This design comes from an exercise in tuning for small area, a short achievable clock period and few clock cycles on the open sky130 flow, not from production work.
Only simulation tests tie the RTL to the original design; equivalence was not proved.

Setup of quartz:
==> flow/design.v (excerpt) <==
module sw_align_top (
    input  wire                 i_clk,
    input  wire                 i_rst,
    input  wire                 i_start,
    input  wire sw_pkg::query_t i_query,
    input  wire                 i_sym_req,
    input  wire sw_pkg::base_t  i_sym,
    input  wire                 i_sym_last,
    output logic                o_sym_ack,
    output logic                o_busy,
    output logic                o_done,
    output sw_pkg::score_t      o_max_score,
    output sw_pkg::pos_t        o_max_row,
    output sw_pkg::col_t        o_max_col
);
export LEC_CHECK = 0
export ABC_AREA = 1
export CAP_MARGIN = 20
export CORE_MARGIN = 2
export CORE_UTILIZATION = 40
export SLEW_MARGIN = 20
create_clock -name core_clock -period 10.0 [get_ports {i_clk}]
standard.sh (not shown) runs the stock make flow with config.mk's settings and CLKGATE_MAP_FILE= SYNTH_SCRIPT=/design/flow/synth_recipe.tcl, a recipe that flattens the netlist after the stock synthesis.
==> flow/flow/run.sh <==
#!/bin/bash
# Standard ORFS layout, except that synthesis leaves adders to ABC instead of
# extracting them into half/full adder cells (ADDER_MAP_FILE empty), which lets
# ABC optimise the small constant adders and comparators of this design.
set -euo pipefail
cd "$(dirname "$0")/.."
bash standard.sh ADDER_MAP_FILE= finish > make_finish.log 2>&1
Testbench counts of quartz, summed over its fixed seeds: cycles 102,964.
> inputs changed (quartz -> maple)
Settings: SETUP_SLACK_MARGIN newly set to 5.
### Flow results
- Of the two values seen for slowest cell on the critical path, dfxtp_1 was produced by quartz and dfxtp_2 by maple.
- maple: area growth from synthesis to layout is 0.21 points higher than what quartz reported.
- ~same total wire length after detailed routing in maple and quartz
- Comparing maple and quartz, the higher met3 wire length is on quartz.
- Routability congestion estimate came out exactly the same in maple and quartz.
- On maple: first-iteration DRC count is about 0.6% higher than what quartz gave.
- When maple is measured against quartz, its achievable clock frequency turns out 0.019 GHz higher.
- Worst setup slack: maple > quartz
- Delta (maple minus quartz): remaining routing DRC violations has remained practically unchanged; smallest hold slack has remained practically unchanged.
Input changes introduced in indigo (baseline for comparison: maple):
Settings: SETUP_SLACK_MARGIN removed (was 5).
diff --git a/flow/flow/run.sh b/flow/flow/run.sh
--- a/flow/flow/run.sh
+++ b/flow/flow/run.sh
@@ -5,3 +5,3 @@
 set -euo pipefail
 cd "$(dirname "$0")/.."
-bash standard.sh ADDER_MAP_FILE= finish > make_finish.log 2>&1
+bash standard.sh ADDER_MAP_FILE= SETUP_SLACK_MARGIN=6.5 finish > make_finish.log 2>&1
==> run summary <==
indigo reports its launch point of the critical path as u_array.g_col[11].hq[0] while maple reports u_array.g_col[10].hq[1]. In the tables for indigo and maple, first-pass GRT wire length reads lower with maple. Delta (indigo minus maple): final critical-path setup slack up 0.34 ns; final instance area grew by about 16%; storage element area now larger.


Another version of the RTL of sw_align_top (not shown whole).
Size in the first run: about 2800 cells after synthesis, roughly 200 flip-flops, ~71 I/O pins.
==> flow/config.mk <==
export PLATFORM = sky130hd
export DESIGN_NAME = sw_align_top
export DESIGN_NICKNAME = sw_align_top
export VERILOG_FILES = /design/flow/design.v
export SDC_FILE = /design/flow/constraint.sdc
export NUM_CORES = 4
export LEC_CHECK = 0
export ABC_AREA = 1
export CAP_MARGIN = 20
export CORE_MARGIN = 2
export CORE_UTILIZATION = 40
export SLEW_MARGIN = 20
==> flow/constraint.sdc <==
create_clock -name core_clock -period 10.0 [get_ports {i_clk}]
set_input_delay 2.0000 -clock core_clock [delete_from_list [all_inputs] [get_ports {i_clk}]]
set_output_delay 2.0000 -clock core_clock [all_outputs]
set_load 0.01 [all_outputs]
==> flow/flow/run.sh <==
#!/bin/bash
# Standard ORFS layout with these changes, none of which touches the design or
# its constraints:
#  - synthesis leaves adders to ABC instead of extracting them into half/full
#    adder cells (ADDER_MAP_FILE empty), so ABC can optimise the small
#    constant adders and comparators of this design;
#  - ABC maps for area only (a copy of ORFS's scripts folder whose
#    abc_area.script is "strash; dch; map -a; topo"), leaving sizing and
#    buffering to OpenROAD's timing repair;
#  - the port buffers are buf_2 cells instead of the delay buffer that
#    buffer_ports picks by default;
#  - timing repair aims at the margin given below.
# make's output goes to make_finish.log; each ORFS step logs to orfs/logs/.
set -euo pipefail
cd "$(dirname "$0")/.."
rm -rf scripts_abc
cp -r "$FLOW_HOME/scripts" scripts_abc
printf 'strash\ndch\nmap -a\ntopo\n' > scripts_abc/abc_area.script
bash standard.sh ADDER_MAP_FILE= "SCRIPTS_DIR=$PWD/scripts_abc" \
    "BUFFER_PORTS_ARGS=-buffer_cell sky130_fd_sc_hd__buf_2" \
    SETUP_SLACK_MARGIN=6.5 finish > make_finish.log 2>&1
The baseline produced a clean layout.
Testbench counts at the start, summed over its fixed seeds: cycles 102,964.
==> next run, changes <==
--- a/flow/flow/run.sh
+++ b/flow/flow/run.sh
@@ -5,7 +5,8 @@
 #    adder cells (ADDER_MAP_FILE empty), so ABC can optimise the small
 #    constant adders and comparators of this design;
-#  - ABC maps for area only (a copy of ORFS's scripts folder whose
-#    abc_area.script is "strash; dch; map -a; topo"), leaving sizing and
-#    buffering to OpenROAD's timing repair;
+#  - ABC restructures and maps for area only (a copy of ORFS's scripts
+#    folder whose abc_area.script runs &deepsyn for 60 s, then ORFS's
+#    own area script: "dch; map -B 0.9; topo; stime; buffer; upsize;
+#    dnsize");
 #  - the port buffers are buf_2 cells instead of the delay buffer that
 #    buffer_ports picks by default;
@@ -16,5 +17,5 @@
 rm -rf scripts_abc
 cp -r "$FLOW_HOME/scripts" scripts_abc
-printf 'strash\ndch\nmap -a\ntopo\n' > scripts_abc/abc_area.script
+printf 'strash\n&get -n\n&deepsyn -T 60\n&put\ndch\nmap -B 0.9\ntopo\nstime -c\nbuffer -c\nupsize -c\ndnsize -c\n' > scripts_abc/abc_area.script
 bash standard.sh ADDER_MAP_FILE= "SCRIPTS_DIR=$PWD/scripts_abc" \
     "BUFFER_PORTS_ARGS=-buffer_cell sky130_fd_sc_hd__buf_2" \
Result: Setup slack improved by 0.92 ns. Via count fell by 15%. Sequential share of layout area rose by 5.2 points. Die area fell by 3.0%. Register-to-register slack improved by 0.98 ns. Routed wire length fell by 13%.
==> next run, changes <==
==> flow/flow/run.sh (replaced) <==
#!/bin/bash
# Standard ORFS layout with three changes, none of which touches the design or
# its constraints:
#  - synthesis leaves adders to ABC instead of extracting them into half/full
#    adder cells (ADDER_MAP_FILE empty), so ABC can optimise the small
#    constant adders and comparators of this design;
#  - the port buffers are buf_2 cells instead of the delay buffer that
#    buffer_ports picks by default;
#  - timing repair aims at the margin given below.
set -euo pipefail
cd "$(dirname "$0")/.."
bash standard.sh ADDER_MAP_FILE= "BUFFER_PORTS_ARGS=-buffer_cell sky130_fd_sc_hd__buf_2" \
    SETUP_SLACK_MARGIN=6.5 finish > make_finish.log 2>&1
After rerunning:
- synthesized area went up by about 20%
- non-clock buffer count increases by 68


Another version of the RTL of sw_align_top (not shown whole).
Size in the first run: ~2600 cells after synthesis, ~200 flip-flops, about 16000 um2 of cells after synthesis.
Settings: LEC_CHECK=0, ABC_AREA=1, CAP_MARGIN=20, CORE_MARGIN=2, CORE_UTILIZATION=40, SLEW_MARGIN=20; clock period 10.0 ns.
==> flow/flow/run.sh <==
#!/bin/bash
# Standard ORFS layout with these changes, none of which touches the design or
# its constraints:
#  - synthesis leaves adders to ABC instead of extracting them into half/full
#    adder cells (ADDER_MAP_FILE empty), so ABC can optimise the small
#    constant adders and comparators of this design;
#  - ABC restructures and maps for area (a copy of ORFS's scripts
#    folder whose abc_area.script runs &deepsyn for 60 s, then a
#    mapping script like ORFS's area one: "dch; map -B 0.9; topo; stime; buffer; upsize;
#    dnsize");
#  - the port buffers are buf_2 cells instead of the delay buffer that
#    buffer_ports picks by default;
#  - timing repair aims at the margin given below.
# make's output goes to make_finish.log; each ORFS step logs to orfs/logs/.
set -euo pipefail
cd "$(dirname "$0")/.."
rm -rf scripts_abc
cp -r "$FLOW_HOME/scripts" scripts_abc
printf 'strash\n&get -n\n&deepsyn -T 60\n&put\ndch\nmap -B 0.9\ntopo\nstime -c\nbuffer -c\nupsize -c\ndnsize -c\n' > scripts_abc/abc_area.script
bash standard.sh ADDER_MAP_FILE= "SCRIPTS_DIR=$PWD/scripts_abc" \
    "BUFFER_PORTS_ARGS=-buffer_cell sky130_fd_sc_hd__buf_2" \
    SETUP_SLACK_MARGIN=7.0 finish > make_finish.log 2>&1
Testbench counts at the start, summed over its fixed seeds: cycles 102,964.
Change:
--- a/flow/flow/run.sh
+++ b/flow/flow/run.sh
@@ -21,2 +21,2 @@
     "BUFFER_PORTS_ARGS=-buffer_cell sky130_fd_sc_hd__buf_2" \
-    SETUP_SLACK_MARGIN=7.0 finish > make_finish.log 2>&1
+    SETUP_SLACK_MARGIN=7.2 finish > make_finish.log 2>&1
CTS_CLUSTER_SIZE = 40   (was not set)
After rerunning: The changed run finished clean. Synthesized area went down slightly. Final area went up by roughly a tenth. Register-to-register slack loses 20 ps. Maximum frequency went up slightly.


job 4440:
sw_align_top with an RTL version that a note above also has.
Size: about 2300 cells after synthesis, ~200 flip-flops, ~71 I/O pins, ~15000 sq um of cells after synthesis.
export LEC_CHECK = 0
export ABC_AREA = 1
export CAP_MARGIN = 20
export CORE_MARGIN = 2
export CORE_UTILIZATION = 40
export SLEW_MARGIN = 20
create_clock -name core_clock -period 10.0 [get_ports {i_clk}]
==> flow/flow/run.sh <==
#!/bin/bash
# Standard ORFS layout with these changes, none of which touches the design or
# its constraints:
#  - synthesis leaves adders to ABC instead of extracting them into half/full
#    adder cells (ADDER_MAP_FILE empty), so ABC can optimise the small
#    constant adders and comparators of this design;
#  - ABC restructures and maps for area only (a copy of ORFS's scripts
#    folder whose abc_area.script runs &deepsyn for 60 s, then
#    "dch; map -a; topo"), leaving sizing and buffering to OpenROAD's
#    timing repair;
#  - the port buffers are buf_2 cells instead of the delay buffer that
#    buffer_ports picks by default;
#  - timing repair aims at the margin given below.
# make's output goes to make_finish.log; each ORFS step logs to orfs/logs/.
set -euo pipefail
cd "$(dirname "$0")/.."
rm -rf scripts_abc
cp -r "$FLOW_HOME/scripts" scripts_abc
printf 'strash\n&get -n\n&deepsyn -T 60\n&put\ndch\nmap -a\ntopo\n' > scripts_abc/abc_area.script
bash standard.sh ADDER_MAP_FILE= "SCRIPTS_DIR=$PWD/scripts_abc" \
    "BUFFER_PORTS_ARGS=-buffer_cell sky130_fd_sc_hd__buf_2" \
    SETUP_SLACK_MARGIN=6.5 finish > make_finish.log 2>&1
Testbench counts of job 4440, summed over its fixed seeds: cycles 102,964.
## Diff of input files: job 9926 against job 4440
==> flow/flow/run.sh <==
#!/bin/bash
# Standard ORFS layout with three changes, none of which touches the design or
# its constraints:
#  - synthesis leaves adders to ABC instead of extracting them into half/full
#    adder cells (ADDER_MAP_FILE empty), so ABC can optimise the small
#    constant adders and comparators of this design;
#  - the port buffers are buf_2 cells instead of the delay buffer that
#    buffer_ports picks by default;
#  - timing repair aims at the margin given below.
set -euo pipefail
cd "$(dirname "$0")/.."
bash standard.sh ADDER_MAP_FILE= "BUFFER_PORTS_ARGS=-buffer_cell sky130_fd_sc_hd__buf_2" \
    SETUP_SLACK_MARGIN=7.0 finish > make_finish.log 2>&1
Findings:
Between job 4440 and job 9926, the hold slack does not differ in any meaningful way.
Job 9926 vs. job 4440: net count of the finished layout saw an increase; total length of routed wires saw an increase; worst setup slack saw an increase; worst-case reg-to-reg path depth saw an increase.
--- input diff job 9926..job 9119 ---
==> flow/flow/run.sh <==
#!/bin/bash
# Standard ORFS layout with these changes, none of which touches the design or
# its constraints:
#  - synthesis leaves adders to ABC instead of extracting them into half/full
#    adder cells (ADDER_MAP_FILE empty), so ABC can optimise the small
#    constant adders and comparators of this design;
#  - ABC restructures and maps for area only (a copy of ORFS's scripts
#    folder whose abc_area.script runs &deepsyn for 60 s, then ORFS's
#    own area script: "dch; map -B 0.9; topo; stime; buffer; upsize;
#    dnsize");
#  - the port buffers are buf_2 cells instead of the delay buffer that
#    buffer_ports picks by default;
#  - timing repair aims at the margin given below.
# make's output goes to make_finish.log; each ORFS step logs to orfs/logs/.
set -euo pipefail
cd "$(dirname "$0")/.."
rm -rf scripts_abc
cp -r "$FLOW_HOME/scripts" scripts_abc
printf 'strash\n&get -n\n&deepsyn -T 60\n&put\ndch\nmap -B 0.9\ntopo\nstime -c\nbuffer -c\nupsize -c\ndnsize -c\n' > scripts_abc/abc_area.script
bash standard.sh ADDER_MAP_FILE= "SCRIPTS_DIR=$PWD/scripts_abc" \
    "BUFFER_PORTS_ARGS=-buffer_cell sky130_fd_sc_hd__buf_2" \
    SETUP_SLACK_MARGIN=7.0 finish > make_finish.log 2>&1
[summary]
- Job 9119: flow completed, timing, DRC and antenna clean
- On maximum clock frequency, the lower figure sits with job 9926, not job 9119.
- | simple-gate area share of the yosys netlist | lower: job 9119 |
- Relative to job 9926, largest net degree at the start of global routing has gone down in job 9119.
- Note that the via count of the first global-routing pass recorded for job 9119 amounts to 0.814 times the value seen in job 9926.
- Re final non-filler cell total: job 9119 and job 9926 aren't equal, and the higher value belongs to job 9926.
- Compared with job 9926, job 9119 shows a setup slack of the critical path after layout that is 0.19 ns higher.
The inputs of job 4582 differ from those of job 9119 as listed below.
--- a/flow/flow/run.sh
+++ b/flow/flow/run.sh
@@ -20,3 +20,3 @@
 bash standard.sh ADDER_MAP_FILE= "SCRIPTS_DIR=$PWD/scripts_abc" \
     "BUFFER_PORTS_ARGS=-buffer_cell sky130_fd_sc_hd__buf_2" \
-    SETUP_SLACK_MARGIN=7.0 finish > make_finish.log 2>&1
+    SETUP_SLACK_MARGIN=6.0 finish > make_finish.log 2>&1
Notes after the runs:
- Between job 4582 and job 9119, the number of vias per cell figures differ only marginally.
- Compared with job 9119, job 4582 shows non-clock buffer count lower by 71.
- Count of cells resized by post-cts repair ended up 69 lower on job 4582 than on job 9119.
- Going from job 9119 to job 4582, count of buffers added by post-CTS timing repair for setup shrinks by 15.
- Diff job 4582 and job 9119: global-route usage over all layers lower in job 4582


Another version of the RTL of sw_align_top (not shown whole).
Size in the first run: roughly 2700 cells after synthesis, roughly 200 flip-flops, about 71 I/O pins.
==> flow/design.v (excerpt) <==
module sw_align_top (
    input  wire                 i_clk,
    input  wire                 i_rst,
    input  wire                 i_start,
    input  wire sw_pkg::query_t i_query,
    input  wire                 i_sym_req,
    input  wire sw_pkg::base_t  i_sym,
    input  wire                 i_sym_last,
    output logic                o_sym_ack,
    output logic                o_busy,
    output logic                o_done,
    output sw_pkg::score_t      o_max_score,
    output sw_pkg::pos_t        o_max_row,
    output sw_pkg::col_t        o_max_col
);
export LEC_CHECK = 0
export ABC_AREA = 1
export CAP_MARGIN = 20
export CORE_MARGIN = 2
export CORE_UTILIZATION = 55
export SLEW_MARGIN = 20
create_clock -name core_clock -period 10.0 [get_ports {i_clk}]
==> flow/flow/run.sh <==
#!/bin/bash
# Standard ORFS layout with these changes, none of which touches the design or
# its constraints:
#  - synthesis leaves adders to ABC instead of extracting them into half/full
#    adder cells (ADDER_MAP_FILE empty), so ABC can optimise the small
#    constant adders and comparators of this design;
#  - ABC restructures and maps for area only (a copy of ORFS's scripts
#    folder whose abc_area.script runs &deepsyn for 60 s, then ORFS's
#    own area script: "dch; map -B 0.9; topo; stime; buffer; upsize;
#    dnsize");
#  - the port buffers are buf_2 cells instead of the delay buffer that
#    buffer_ports picks by default;
#  - timing repair aims at the margin given below.
# make's output goes to make_finish.log; each ORFS step logs to orfs/logs/.
set -euo pipefail
cd "$(dirname "$0")/.."
rm -rf scripts_abc
cp -r "$FLOW_HOME/scripts" scripts_abc
printf 'strash\n&get -n\n&deepsyn -T 60\n&put\ndch\nmap -B 0.9\ntopo\nstime -c\nbuffer -c\nupsize -c\ndnsize -c\n' > scripts_abc/abc_area.script
bash standard.sh ADDER_MAP_FILE= "SCRIPTS_DIR=$PWD/scripts_abc" \
    "BUFFER_PORTS_ARGS=-buffer_cell sky130_fd_sc_hd__buf_2" \
    SETUP_SLACK_MARGIN=7.0 finish > make_finish.log 2>&1
Testbench counts at the start, summed over its fixed seeds: cycles 102,964.
Then changed:
==> flow/flow/run.sh (replaced) <==
#!/bin/bash
# Standard ORFS layout with these changes, none of which touches the design or
# its constraints:
#  - synthesis leaves adders to ABC instead of extracting them into half/full
#    adder cells (ADDER_MAP_FILE empty), so ABC can optimise the small
#    constant adders and comparators of this design;
#  - ABC restructures and maps for area (a copy of ORFS's scripts
#    folder whose abc_area.script runs &deepsyn for 60 s, then a
#    mapping script like ORFS's area one: "dch; map -B 0.9; topo"), leaving sizing to OpenROAD;
#  - the port buffers are buf_2 cells instead of the delay buffer that
#    buffer_ports picks by default;
#  - timing repair aims at the margin given below.
# make's output goes to make_finish.log; each ORFS step logs to orfs/logs/.
set -euo pipefail
cd "$(dirname "$0")/.."
rm -rf scripts_abc
cp -r "$FLOW_HOME/scripts" scripts_abc
printf 'strash\n&get -n\n&deepsyn -T 60\n&put\ndch\nmap -B 0.9\ntopo\n' > scripts_abc/abc_area.script
bash standard.sh ADDER_MAP_FILE= "SCRIPTS_DIR=$PWD/scripts_abc" \
    "BUFFER_PORTS_ARGS=-buffer_cell sky130_fd_sc_hd__buf_2" \
    SETUP_SLACK_MARGIN=7.0 finish > make_finish.log 2>&1
- CORE_UTILIZATION: 55 -> 40
Result: Sequential cell count stays the same. Synthesized cell count fell by 1.8%. Worst setup slack degrades by 0.044 ns. Count of clock-buffer cells in the layout drops by 5. Maximum frequency shrinks by 1.4%. Via count goes up by 1.1%. Non-clock buffer count came out higher by 22.
Then changed:
==> flow/flow/run.sh (replaced) <==
#!/bin/bash
# Standard ORFS layout with these changes, none of which touches the design or
# its constraints:
#  - synthesis leaves adders to ABC instead of extracting them into half/full
#    adder cells (ADDER_MAP_FILE empty), so ABC can optimise the small
#    constant adders and comparators of this design;
#  - ABC restructures and maps for area only (a copy of ORFS's scripts
#    folder whose abc_area.script runs &deepsyn for 60 s, then ORFS's
#    own area script: "dch; amap; topo; stime; buffer; upsize;
#    dnsize");
#  - the port buffers are buf_2 cells instead of the delay buffer that
#    buffer_ports picks by default;
#  - timing repair aims at the margin given below.
# make's output goes to make_finish.log; each ORFS step logs to orfs/logs/.
set -euo pipefail
cd "$(dirname "$0")/.."
rm -rf scripts_abc
cp -r "$FLOW_HOME/scripts" scripts_abc
printf 'strash\n&get -n\n&deepsyn -T 60\n&put\ndch\namap\ntopo\nstime -c\nbuffer -c\nupsize -c\ndnsize -c\n' > scripts_abc/abc_area.script
bash standard.sh ADDER_MAP_FILE= "SCRIPTS_DIR=$PWD/scripts_abc" \
    "BUFFER_PORTS_ARGS=-buffer_cell sky130_fd_sc_hd__buf_2" \
    SETUP_SLACK_MARGIN=7.0 finish > make_finish.log 2>&1
Effect: Sequential share of layout area rises by 0.65 points; design area falls by a few percent; routed wire length falls by a few percent; via count falls by roughly a tenth; clock-buffer cell count is unchanged; utilization rises by 1.8 points.
Then changed:
--- a/flow/flow/run.sh
+++ b/flow/flow/run.sh
@@ -5,7 +5,7 @@
 #    adder cells (ADDER_MAP_FILE empty), so ABC can optimise the small
 #    constant adders and comparators of this design;
-#  - ABC restructures and maps for area only (a copy of ORFS's scripts
-#    folder whose abc_area.script runs &deepsyn for 60 s, then ORFS's
-#    own area script: "dch; amap; topo; stime; buffer; upsize;
+#  - ABC restructures and maps for area (a copy of ORFS's scripts
+#    folder whose abc_area.script runs &deepsyn for 60 s, then a
+#    mapping script like ORFS's area one: "dch; map -B 0.9; topo; stime; buffer; upsize;
 #    dnsize");
 #  - the port buffers are buf_2 cells instead of the delay buffer that
@@ -17,5 +17,5 @@
 rm -rf scripts_abc
 cp -r "$FLOW_HOME/scripts" scripts_abc
-printf 'strash\n&get -n\n&deepsyn -T 60\n&put\ndch\namap\ntopo\nstime -c\nbuffer -c\nupsize -c\ndnsize -c\n' > scripts_abc/abc_area.script
+printf 'strash\n&get -n\n&deepsyn -T 60\n&put\ndch\nmap -B 0.9\ntopo\nstime -c\nbuffer -c\nupsize -c\ndnsize -c\n' > scripts_abc/abc_area.script
 bash standard.sh ADDER_MAP_FILE= "SCRIPTS_DIR=$PWD/scripts_abc" \
     "BUFFER_PORTS_ARGS=-buffer_cell sky130_fd_sc_hd__buf_2" \
- CORE_UTILIZATION: 40 -> 55
=>
- The changed run ran to the end with no violations
- fmax is higher by 29%
- wire length hardly moves
- setup slack improves by 0.91 ns
- die area is lower by 17%
- non-clock buffer count is lower by 113
- first-iteration DRC count is higher by 6.1%
Then changed:
--- a/flow/flow/run.sh
+++ b/flow/flow/run.sh
@@ -5,7 +5,7 @@
 #    adder cells (ADDER_MAP_FILE empty), so ABC can optimise the small
 #    constant adders and comparators of this design;
-#  - ABC restructures and maps for area (a copy of ORFS's scripts
-#    folder whose abc_area.script runs &deepsyn for 60 s, then a
-#    mapping script like ORFS's area one: "dch; map -B 0.9; topo; stime; buffer; upsize;
+#  - ABC restructures and maps for area only (a copy of ORFS's scripts
+#    folder whose abc_area.script runs &deepsyn for 60 s, then ORFS's
+#    own area script: "dch; map -B 0.9; topo; stime; buffer; upsize;
 #    dnsize");
 #  - the port buffers are buf_2 cells instead of the delay buffer that
- CORE_UTILIZATION: 55 -> 40
What happened:
- global-route usage drops by 9.0 points
- area after synthesis drops by 2.2%

-- afterwards: timing with drivers on the ports --
The flow's constraints put no driver on any port. The routed layouts listed below were extracted and timed again, unchanged, in two steps.
Step 1 sets driving cells, clkbuf_16 on the clock port and buf_2 on the other inputs (assumed; they add their load-dependent delay and slew).
Step 2 times the ports against the registers' clock, not the clock port: input delays grow and output delays shrink by t, the midpoint of the rising clock arrivals with the driver on.
a / b / c = no drivers / after step 1 / after step 2; a / b = the first two.
run | t, ns | setup WS [ns] | worst setup path at the end | cell pins on the clock port's net
quartz | 0.565 | 5.018 / 5.018 / 5.018 | register to register | 1
maple | 0.562 | 5.454 / 5.454 / 5.454 | register to register | 1
indigo | 0.570 | 5.795 / 5.795 / 5.795 | register to register | 1
the first run of note 2 | 0.560 | 5.712 / 5.712 / 5.712 | register to register | 1
the second run of note 2 | 0.560 | 6.631 / 6.571 / 6.689 | register to register | 1
the third run of note 2 | 0.550 | 6.610 / 6.548 / 6.660 | register to register | 1
the first run of note 3 | 0.563 | 6.884 / 6.829 / 7.033 | register to register | 1
the second run of note 3 | 0.560 | 6.900 / 6.846 / 7.007 | register to register | 1
job 4440 | 0.525 | 6.048 / 6.048 / 6.048 | register to register | 1
job 9926 | 0.558 | 6.739 / 6.739 / 6.739 | register to register | 1
job 9119 | 0.559 | 6.934 / 6.875 / 7.103 | register to register | 1
job 4582 | 0.558 | 6.289 / 6.227 / 6.336 | register to register | 1
the first run of note 5 | 0.527 | 6.975 / 6.918 / 7.105 | register to register | 1
the second run of note 5 | 0.530 | 6.931 / 6.872 / 7.126 | register to register | 1
the third run of note 5 | 0.521 | 6.020 / 6.020 / 6.020 | register to register | 1
the fourth run of note 5 | 0.525 | 6.925 / 6.870 / 7.070 | register to register | 1
the fifth run of note 5 | 0.548 | 6.964 / 6.905 / 7.095 | register to register | 1
After both steps setup and hold are still met in every run listed.
